This is an optimization exercise on Yosys and OpenROAD, whose aim is small area and a short achievable clock period, not a production implementation. In this exercise RTL edits were held to simulation tests only and were not proved equivalent to the original. Power figures rest on the tool's default switching activity, not on a simulated workload.

==> flow/design.v <==
package debug_pkg;
    localparam int xlen = 32;
    localparam int gpr_count = 32;
    localparam logic [7:0] cmdtype_access_reg = 8'd0;
    typedef logic [15:0] regno_t;
    localparam regno_t gpr_first = 16'h1000;
    localparam regno_t gpr_last  = 16'h101F;
    localparam regno_t csr_dcsr  = 16'h07B0;
    localparam regno_t csr_dpc   = 16'h07B1;
    localparam int dcsr_step_bit    = 2;
    localparam int dcsr_cause_lsb   = 6;
    localparam int dcsr_cause_msb   = 8;
    localparam int dcsr_ebreakm_bit = 15;
    localparam logic [xlen-1:0] dcsr_reset_val = 32'h4000_0000;
    localparam logic [xlen-1:0] gpr_reset_step = 32'h0101_0101;
    localparam logic [xlen-1:0] pc_incr        = 32'd4;
    typedef enum logic [1:0] {
        st_run,
        st_halted,
        st_resuming,
        st_abs_reg
    } seq_state_t;
    typedef enum logic [2:0] {
        cause_none    = 3'd0,
        cause_ebreak  = 3'd1,
        cause_trigger = 3'd2,
        cause_haltreq = 3'd3,
        cause_step    = 3'd4
    } cause_t;
    typedef struct packed {
        logic [7:0] cmdtype;
        logic       transfer;
        logic       write;
        regno_t     regno;
    } cmd_t;
    typedef struct packed {
        logic            halt_req;
        logic            resume_req;
        logic            exec;
        cmd_t            command;
        logic [xlen-1:0] data;
    } dm_req_t;
    typedef struct packed {
        logic            halted;
        logic            done;
        logic            exception;
        logic            haltresume;
        logic [xlen-1:0] data;
    } dm_rsp_t;
    typedef struct packed {
        seq_state_t state;
        logic       write_pc;
        logic       write_pc_ne;
        logic       abstract_done;
        logic       abstract_write;
    } ctrl_sig_t;
    typedef struct packed {
        logic [xlen-1:0] dcsr;
        logic [xlen-1:0] dpc;
    } csr_view_t;
    function automatic logic is_gpr(input regno_t regno);
        is_gpr = ((regno >= gpr_first) && (regno <= gpr_last));
    endfunction
    function automatic logic is_valid_csr(input regno_t regno);
        is_valid_csr = ((regno == csr_dcsr) || (regno == csr_dpc));
    endfunction
endpackage
`timescale 1ns/1ps
module debug_top (
    input  logic            clk,
    input  logic            rst_n,
    input  logic [60:0]     dm_req,
    input  logic            trig,
    input  logic            eb,
    output logic [35:0]     dm_rsp,
    output logic            debug,
    output logic            halted,
    output logic            step_en,
    output logic [31:0]     pc
);
    logic        halt_req, resume_req, exec, transfer, wr;
    logic [7:0]  cmdtype;
    logic [15:0] regno;
    logic [31:0] data;
    assign halt_req   = dm_req[60];
    assign resume_req = dm_req[59];
    assign exec       = dm_req[58];
    assign cmdtype    = dm_req[57:50];
    assign transfer   = dm_req[49];
    assign wr         = dm_req[48];
    assign regno      = dm_req[47:32];
    assign data       = dm_req[31:0];
    logic s_run, s_halt, s_res, s_abs;
    logic debug_q, halted_q;
    logic a_q, e_q;
    logic step_q, ebm_q;
    logic [2:0]  cause_q;
    logic [31:0] dpc_q, pc_q;
    logic [31:0] pc_next;
    logic [3:0] wa_q;
    logic [7:0] wb_q;
    logic [3:0] dec_hi;
    logic [7:0] dec_lo;
    logic wd_q, wp_q, exc_q;
    logic [31:0] gpr [1:31];
    logic entry, ns_run, ns_halt, ns_res, ns_abs;
    logic step_n, ebm_n;
    logic is_gpr, is_dcsr, is_dpc, aar;
    logic use_pc;
    logic [2:0] cause_n;
    logic debug_i;
    assign debug_i = !resume_req && (a_q || (s_run && (trig || halt_req)) || (e_q && eb));
    assign entry   = debug_i && !debug_q;
    dbg_port u_dbg (
        .resume_req (resume_req),
        .halt_req   (halt_req),
        .trig       (trig),
        .eb         (eb),
        .a_q        (a_q),
        .s_run      (s_run),
        .e_q        (e_q),
        .debug      (debug)
    );
    assign ns_abs  = rst_n && s_halt && !resume_req && exec;
    assign ns_res  = rst_n && s_halt && resume_req;
    assign ns_halt = rst_n && ((s_run && debug_i) || s_abs || (s_halt && !resume_req && !exec));
    assign ns_run  = !rst_n || s_res || (s_run && !debug_i);
    assign step_n = !rst_n ? 1'b0 : (wd_q ? data[2]  : step_q);
    assign ebm_n  = !rst_n ? 1'b0 : (wd_q ? data[15] : ebm_q);
    assign is_gpr  = regno[15:5] == 11'h080;
    assign is_dcsr = regno == 16'h07B0;
    assign is_dpc  = regno == 16'h07B1;
    assign aar     = ns_abs && (cmdtype == 8'd0) && transfer;
    assign pc_next = pc_q + 32'd4;
    always_comb begin
        if (trig)                 cause_n = 3'd2;
        else if (eb && ebm_q)     cause_n = 3'd1;
        else if (halt_req)        cause_n = 3'd3;
        else                      cause_n = 3'd4;
    end
    assign use_pc = trig || (eb && (ebm_q || halt_req));
    always_ff @(posedge clk) begin
        s_run    <= ns_run;
        s_halt   <= ns_halt;
        s_res    <= ns_res;
        s_abs    <= ns_abs;
        debug_q  <= rst_n && debug_i;
        halted_q <= rst_n && (halted_q || (debug_i && ns_halt)) && !ns_res;
        a_q      <= rst_n && (debug_i || (ns_run && step_n));
        e_q      <= rst_n && ns_run && ebm_n;
        step_q   <= step_n;
        ebm_q    <= ebm_n;
        for (int j = 0; j < 4; j++) begin
            wa_q[j] <= aar && wr && is_gpr && dec_hi[j];
        end
        for (int k = 0; k < 8; k++) begin
            wb_q[k] <= dec_lo[k];
        end
        wd_q      <= aar && wr && is_dcsr;
        wp_q      <= aar && wr && is_dpc;
        exc_q     <= aar && !(is_gpr || is_dcsr || is_dpc);
    end
    always_ff @(posedge clk) begin
        if (!rst_n) begin
            cause_q <= 3'd0;
        end else if (entry) begin
            cause_q <= cause_n;
        end
    end
    always_ff @(posedge clk) begin
        if (!rst_n) begin
            pc_q <= 32'd0;
        end else if (s_run && !debug_i) begin
            pc_q <= pc_next;
        end else if (s_res) begin
            pc_q <= dpc_q;
        end
    end
    always_ff @(posedge clk) begin
        if (entry) begin
            dpc_q <= use_pc ? pc_q : pc_next;
        end else if (wp_q) begin
            dpc_q <= data;
        end
    end
    logic [31:0] gd0, gd1;
    assign gd0 = data & {32{rst_n}};
    assign gd1 = data | {32{!rst_n}};
    always_ff @(posedge clk) begin
        for (int i = 1; i < 32; i++) begin
            if (!rst_n || (wa_q[i >> 3] && wb_q[i & 7])) begin
                for (int b = 0; b < 32; b++) begin
                    gpr[i][b] <= ((b % 8) < 5 && ((i >> (b % 8)) & 1) != 0) ? gd1[b] : gd0[b];
                end
            end
        end
    end
    logic [31:0] rdn, rdn_q;
    logic [31:0] rsel;
    logic [32*32-1:0] rin;
    logic sel_dcsr;
    always_comb begin
        rin[31:0] = dpc_q;
        for (int i = 1; i < 32; i++) begin
            rin[i*32 +: 32] = gpr[i];
        end
    end
    rd_dec u_dec (
        .r12  (regno[12]),
        .idx  (regno[4:0]),
        .sel  (rsel),
        .dsel (sel_dcsr),
        .hi   (dec_hi),
        .lo   (dec_lo)
    );
    rd_mux u_rd (
        .sel  (rsel),
        .din  (rin),
        .dsel (sel_dcsr),
        .dcsr ({1'b0, 1'b1, 14'd0, ebm_q, 6'd0, cause_q, 3'd0, step_q, 2'd0}),
        .qn   (rdn)
    );
    always_ff @(posedge clk) begin
        rdn_q <= rdn;
    end
    assign halted  = halted_q;
    assign step_en = step_q;
    assign pc      = pc_q;
    assign dm_rsp  = {halted_q, s_abs, exc_q, 1'b0, ~rdn_q};
endmodule
module rd_dec (
    input  logic        r12,
    input  logic [4:0]  idx,
    output logic [31:0] sel,
    output logic        dsel,
    output logic [3:0]  hi,
    output logic [7:0]  lo
);
    always_comb begin
        for (int j = 0; j < 4; j++) hi[j] = r12 && (idx[4:3] == 2'(j));
        for (int k = 0; k < 8; k++) lo[k] = idx[2:0] == 3'(k);
        sel[0] = !r12 && idx[0];
        for (int i = 1; i < 32; i++) sel[i] = hi[i >> 3] && lo[i & 7];
    end
    assign dsel = !r12 && !idx[0];
endmodule
module rd_mux (
    input  logic [31:0]       sel,
    input  logic [32*32-1:0]  din,
    input  logic              dsel,
    input  logic [31:0]       dcsr,
    output logic [31:0]       qn
);
    localparam logic [31:0] dcsr_bits = 32'h4000_81C4;
    for (genvar b = 0; b < 32; b++) begin : g_bit
        logic [10:0] n;
        logic [2:0]  p;
        for (genvar k = 0; k < 10; k++) begin : g_grp
            aoi222 u_g (
                .a1(sel[3*k]),   .a2(din[(3*k)*32 + b]),
                .b1(sel[3*k+1]), .b2(din[(3*k+1)*32 + b]),
                .c1(sel[3*k+2]), .c2(din[(3*k+2)*32 + b]),
                .y(n[k])
            );
        end
        aoi222 u_g10 (
            .a1(sel[30]), .a2(din[30*32 + b]),
            .b1(sel[31]), .b2(din[31*32 + b]),
            .c1(dsel),    .c2(dcsr_bits[b] ? dcsr[b] : 1'b0),
            .y(n[10])
        );
        assign p[0] = !(&n[3:0]);
        assign p[1] = !(&n[7:4]);
        assign p[2] = !(&n[10:8]);
        assign qn[b] = !(|p);
    end
endmodule
module dbg_port (
    input  logic resume_req,
    input  logic halt_req,
    input  logic trig,
    input  logic eb,
    input  logic a_q,
    input  logic s_run,
    input  logic e_q,
    output logic debug
);
    assign debug = !resume_req && (a_q || (s_run && (trig || halt_req)) || (e_q && eb));
endmodule
module aoi222 (
    input  logic a1, a2, b1, b2, c1, c2,
    output logic y
);
    assign y = !((a1 && a2) || (b1 && b2) || (c1 && c2));
endmodule
export LEC_CHECK = 0
export CAP_MARGIN = 20
export CORE_MARGIN = 2
export CORE_UTILIZATION = 40
export CTS_BUF_LIST = sky130_fd_sc_hd__clkbuf_16
export CTS_CLUSTER_DIAMETER = 100
export CTS_CLUSTER_SIZE = 24
export SETUP_SLACK_MARGIN = 2.9
export SLEW_MARGIN = 20
export SYNTH_HIERARCHICAL = 1
export SYNTH_MINIMUM_KEEP_SIZE = 0
create_clock -name core_clock -period 5.5 [get_ports {clk}]
standard.sh (not shown) runs the stock make flow with config.mk's settings and CLKGATE_MAP_FILE= SYNTH_SCRIPT=/design/flow/synth_recipe.tcl, a recipe that flattens the netlist after the stock synthesis.
==> flow/flow/run.sh <==
#!/bin/bash
# Standard layout, with plain buffers on the ports instead of the delay
# buffers that buffer_ports picks by default.
set -e
export BUFFER_PORTS_ARGS="-buffer_cell sky130_fd_sc_hd__buf_2"
bash standard.sh > standard.log 2>&1
Edit:
--- a/flow/design.v
+++ b/flow/design.v
@@ -100,6 +100,4 @@
     logic [3:0] wa_q;
     logic [7:0] wb_q;
-    logic [3:0] dec_hi;
-    logic [7:0] dec_lo;
     logic wd_q, wp_q, exc_q;
     logic [31:0] gpr [1:31];
@@ -132,5 +130,13 @@
     assign is_dpc  = regno == 16'h07B1;
     assign aar     = ns_abs && (cmdtype == 8'd0) && transfer;
-    assign pc_next = pc_q + 32'd4;
+    logic [32:2] pc_cy;
+    always_comb begin
+        pc_next[1:0] = pc_q[1:0];
+        pc_cy[2] = 1'b1;
+        for (int k = 2; k < 32; k++) begin
+            pc_next[k]  = pc_q[k] ^ pc_cy[k];
+            pc_cy[k+1]  = pc_cy[k] & pc_q[k];
+        end
+    end
     always_comb begin
         if (trig)                 cause_n = 3'd2;
@@ -152,8 +158,8 @@
         ebm_q    <= ebm_n;
         for (int j = 0; j < 4; j++) begin
-            wa_q[j] <= aar && wr && is_gpr && dec_hi[j];
+            wa_q[j] <= aar && wr && is_gpr && (regno[4:3] == 2'(j));
         end
         for (int k = 0; k < 8; k++) begin
-            wb_q[k] <= dec_lo[k];
+            wb_q[k] <= regno[2:0] == 3'(k);
         end
         wd_q      <= aar && wr && is_dcsr;
@@ -210,7 +216,5 @@
         .idx  (regno[4:0]),
         .sel  (rsel),
-        .dsel (sel_dcsr),
-        .hi   (dec_hi),
-        .lo   (dec_lo)
+        .dsel (sel_dcsr)
     );
     rd_mux u_rd (
@@ -233,8 +237,8 @@
     input  logic [4:0]  idx,
     output logic [31:0] sel,
-    output logic        dsel,
-    output logic [3:0]  hi,
-    output logic [7:0]  lo
-);
+    output logic        dsel
+);
+    logic [3:0] hi;
+    logic [7:0] lo;
     always_comb begin
         for (int j = 0; j < 4; j++) hi[j] = r12 && (idx[4:3] == 2'(j));
@@ -264,10 +268,14 @@
             );
         end
-        aoi222 u_g10 (
-            .a1(sel[30]), .a2(din[30*32 + b]),
-            .b1(sel[31]), .b2(din[31*32 + b]),
-            .c1(dsel),    .c2(dcsr_bits[b] ? dcsr[b] : 1'b0),
-            .y(n[10])
-        );
+        if (dcsr_bits[b]) begin : g_d
+            aoi222 u_g (
+                .a1(sel[30]), .a2(din[30*32 + b]),
+                .b1(sel[31]), .b2(din[31*32 + b]),
+                .c1(dsel),    .c2(dcsr[b]),
+                .y(n[10])
+            );
+        end else begin : g_nd
+            assign n[10] = !((sel[30] && din[30*32 + b]) || (sel[31] && din[31*32 + b]));
+        end
         assign p[0] = !(&n[3:0]);
         assign p[1] = !(&n[7:4]);
After rerunning: The changed run completed with no timing, DRC or antenna violations. Register-to-register slack got worse by 2900 ps. Total power climbs by 0.95%. Sequential power barely changes. Clock power climbs by about 2%. Clock skew is higher by 8.4 ps. Core utilization goes down by 0.14 points. Die area falls by 0.80%. Fmax is lower by 50%. Cell count falls by about 6%. Area after synthesis is lower by 0.82%. Synthesized cell count shrinks by 4.7%. Final area fell by about 0.6%. Worst setup slack gets worse by 2700 ps.

Another version of the RTL of debug_top (not shown whole).
Size in the first run: roughly 2,600 cells after synthesis, roughly 1,100 flip-flops, roughly 42,000 µm² of cells after synthesis.
==> module debug_top, before the edit <==
module debug_top (
    input  logic            clk,
    input  logic            rst_n,
    input  logic [60:0]     dm_req,
    input  logic            trig,
    input  logic            eb,
    output logic [35:0]     dm_rsp,
    output logic            debug,
    output logic            halted,
    output logic            step_en,
    output logic [31:0]     pc
);
    logic        halt_req, resume_req, exec, transfer, wr;
    logic [7:0]  cmdtype;
    logic [15:0] regno;
    logic [31:0] data;
    assign halt_req   = dm_req[60];
    assign resume_req = dm_req[59];
    assign exec       = dm_req[58];
    assign cmdtype    = dm_req[57:50];
    assign transfer   = dm_req[49];
    assign wr         = dm_req[48];
    assign regno      = dm_req[47:32];
    assign data       = dm_req[31:0];
    logic s_run, s_halt, s_res, s_abs;
    logic debug_q, halted_q;
    logic a_q, e_q;
    logic step_q, ebm_q;
    logic [2:0]  cause_q;
    logic [31:0] dpc_q, pc_q;
    logic [31:0] pc_next;
    logic [4:0] idx_q;
    logic gsel_q, dcsr_q, dpc_q_sel;
    logic wg_q, wd_q, wp_q, exc_q;
    logic [31:0] gpr [1:31];
    logic entry, ns_run, ns_halt, ns_res, ns_abs;
    logic step_n, ebm_n;
    logic is_gpr, is_dcsr, is_dpc, aar;
    logic use_pc;
    logic [2:0] cause_n;
    assign debug = !resume_req && (a_q || (s_run && (trig || halt_req)) || (e_q && eb));
    assign entry = debug && !debug_q;
    assign ns_abs  = rst_n && s_halt && !resume_req && exec;
    assign ns_res  = rst_n && s_halt && resume_req;
    assign ns_halt = rst_n && ((s_run && debug) || s_abs || (s_halt && !resume_req && !exec));
    assign ns_run  = !rst_n || s_res || (s_run && !debug);
    assign step_n = !rst_n ? 1'b0 : (wd_q ? data[2]  : step_q);
    assign ebm_n  = !rst_n ? 1'b0 : (wd_q ? data[15] : ebm_q);
    assign is_gpr  = regno[15:5] == 11'h080;
    assign is_dcsr = regno == 16'h07B0;
    assign is_dpc  = regno == 16'h07B1;
    assign aar     = ns_abs && (cmdtype == 8'd0) && transfer;
    assign pc_next = pc_q + 32'd4;
    always_comb begin
        if (trig)                 cause_n = 3'd2;
        else if (eb && ebm_q)     cause_n = 3'd1;
        else if (halt_req)        cause_n = 3'd3;
        else                      cause_n = 3'd4;
    end
    assign use_pc = trig || (eb && (ebm_q || halt_req));
    always_ff @(posedge clk) begin
        s_run    <= ns_run;
        s_halt   <= ns_halt;
        s_res    <= ns_res;
        s_abs    <= ns_abs;
        debug_q  <= rst_n && debug;
        halted_q <= rst_n && (halted_q || (debug && ns_halt)) && !ns_res;
        a_q      <= rst_n && (debug || (ns_run && step_n));
        e_q      <= rst_n && ns_run && ebm_n;
        step_q   <= step_n;
        ebm_q    <= ebm_n;
        idx_q     <= regno[4:0];
        gsel_q    <= is_gpr;
        dcsr_q    <= is_dcsr;
        dpc_q_sel <= is_dpc;
        wg_q      <= aar && wr && is_gpr;
        wd_q      <= aar && wr && is_dcsr;
        wp_q      <= aar && wr && is_dpc;
        exc_q     <= aar && !(is_gpr || is_dcsr || is_dpc);
    end
    always_ff @(posedge clk) begin
        if (!rst_n) begin
            cause_q <= 3'd0;
        end else if (entry) begin
            cause_q <= cause_n;
        end
    end
    always_ff @(posedge clk) begin
        if (!rst_n) begin
            pc_q <= 32'd0;
        end else if (s_run && !debug) begin
            pc_q <= pc_next;
        end else if (s_res) begin
            pc_q <= dpc_q;
        end
    end
    always_ff @(posedge clk) begin
        if (entry) begin
            dpc_q <= use_pc ? pc_q : pc_next;
        end else if (wp_q) begin
            dpc_q <= data;
        end
    end
    logic [31:0] gd0, gd1;
    assign gd0 = data & {32{rst_n}};
    assign gd1 = data | {32{!rst_n}};
    always_ff @(posedge clk) begin
        for (int i = 1; i < 32; i++) begin
            if (!rst_n || (wg_q && (idx_q == 5'(i)))) begin
                for (int b = 0; b < 32; b++) begin
                    gpr[i][b] <= ((b % 8) < 5 && ((i >> (b % 8)) & 1) != 0) ? gd1[b] : gd0[b];
                end
            end
        end
    end
    logic [31:0] rd;
    always_comb begin
        rd = '0;
        for (int i = 1; i < 32; i++) begin
            rd = rd | ({32{gsel_q && (idx_q == 5'(i))}} & gpr[i]);
        end
        rd = rd | ({32{dcsr_q}} & {1'b0, 1'b1, 14'd0, ebm_q, 6'd0, cause_q, 3'd0, step_q, 2'd0});
        rd = rd | ({32{dpc_q_sel}} & dpc_q);
    end
    assign halted  = halted_q;
    assign step_en = step_q;
    assign pc      = pc_q;
    assign dm_rsp  = {halted_q, s_abs, exc_q, 1'b0, rd};
endmodule
clock: 5.5 ns
lec_check: 0
cap_margin: 20
core_margin: 2
core_utilization: 40
setup_slack_margin: 2.6
slew_margin: 20
run.sh (not shown) runs the stock make flow with config.mk's settings and CLKGATE_MAP_FILE= SYNTH_SCRIPT=/design/flow/synth_recipe.tcl, a recipe that flattens the netlist after the stock synthesis.
Stock flow here: none of the scripts above is used.
==> next run, changes <==
--- a/flow/design.v
+++ b/flow/design.v
@@ -99,5 +99,4 @@
     logic [31:0] pc_next;
     logic [4:0] idx_q;
-    logic gsel_q, dcsr_q, dpc_q_sel;
     logic wg_q, wd_q, wp_q, exc_q;
     logic [31:0] gpr [1:31];
@@ -139,7 +138,4 @@
         ebm_q    <= ebm_n;
         idx_q     <= regno[4:0];
-        gsel_q    <= is_gpr;
-        dcsr_q    <= is_dcsr;
-        dpc_q_sel <= is_dpc;
         wg_q      <= aar && wr && is_gpr;
         wd_q      <= aar && wr && is_dcsr;
@@ -182,16 +178,19 @@
         end
     end
-    logic [31:0] rd;
+    logic [31:0] rd, rd_q;
     always_comb begin
         rd = '0;
         for (int i = 1; i < 32; i++) begin
-            rd = rd | ({32{gsel_q && (idx_q == 5'(i))}} & gpr[i]);
+            rd = rd | ({32{is_gpr && (regno[4:0] == 5'(i))}} & gpr[i]);
         end
-        rd = rd | ({32{dcsr_q}} & {1'b0, 1'b1, 14'd0, ebm_q, 6'd0, cause_q, 3'd0, step_q, 2'd0});
-        rd = rd | ({32{dpc_q_sel}} & dpc_q);
+        rd = rd | ({32{is_dcsr}} & {1'b0, 1'b1, 14'd0, ebm_q, 6'd0, cause_q, 3'd0, step_q, 2'd0});
+        rd = rd | ({32{is_dpc}} & dpc_q);
+    end
+    always_ff @(posedge clk) begin
+        rd_q <= rd;
     end
     assign halted  = halted_q;
     assign step_en = step_q;
     assign pc      = pc_q;
-    assign dm_rsp  = {halted_q, s_abs, exc_q, 1'b0, rd};
+    assign dm_rsp  = {halted_q, s_abs, exc_q, 1'b0, rd_q};
 endmodule
Power goes up by a few percent.
Sequential share of layout area goes up by 4.3 points.
Non-clock buffer count goes down by 287.
Synthesized cell count goes up by a little under a tenth.
Register-to-register slack improves by 160 ps.
Via count goes down by a few percent.
Critical path depth goes up by 2.
Synthesized area goes up by a few percent.
Design area goes down by a few percent.
Global-route usage goes down by 2.0 points.
Worst hold slack degrades by 35 ps.
Worst setup slack improves by 1600 ps.
Wire length goes down by a few percent.
Die area goes up by a few percent.

[port drivers added, routing unchanged]
Ports are ideal in the flow. The routed layouts listed here were re-timed in OpenROAD. Step 1 (the two cells are an assumption about what drives the block):
set clk [get_ports {clk}]
set_driving_cell -lib_cell sky130_fd_sc_hd__clkbuf_16 $clk
set_driving_cell -lib_cell sky130_fd_sc_hd__buf_2 [delete_from_list [all_inputs] $clk]
Step 2, shift: input delay + t, output delay - t, t = (earliest + latest rising clock arrival at the registers) / 2. This alone moves slack from input paths to output paths. Three values: no drivers, after step 1, after step 2; two values: the first two.
run | t (ns) | slack for setup (ns) | worst setup path at the end | slew at the worst register clock pin (ns)
the first run of note 1 | 0.712 | 2.822 / 2.814 / 2.160 | input to register | 0.10 / 0.10
the second run of note 1 | 0.706 | 0.166 / 0.166 / 0.166 | register to register | 0.10 / 0.10
the first run of note 2 | 0.778 | 0.894 / 0.824 / 1.602 | register to output | 0.07 / 0.07
the second run of note 2 | 0.772 | 2.526 / 2.521 / 1.757 | input to register | 0.07 / 0.07
After both steps every run listed still meets setup and hold. The setup slack of the second run of note 2, which loses most, moves by -0.005 ns with the drivers and by -0.769 ns with both steps.
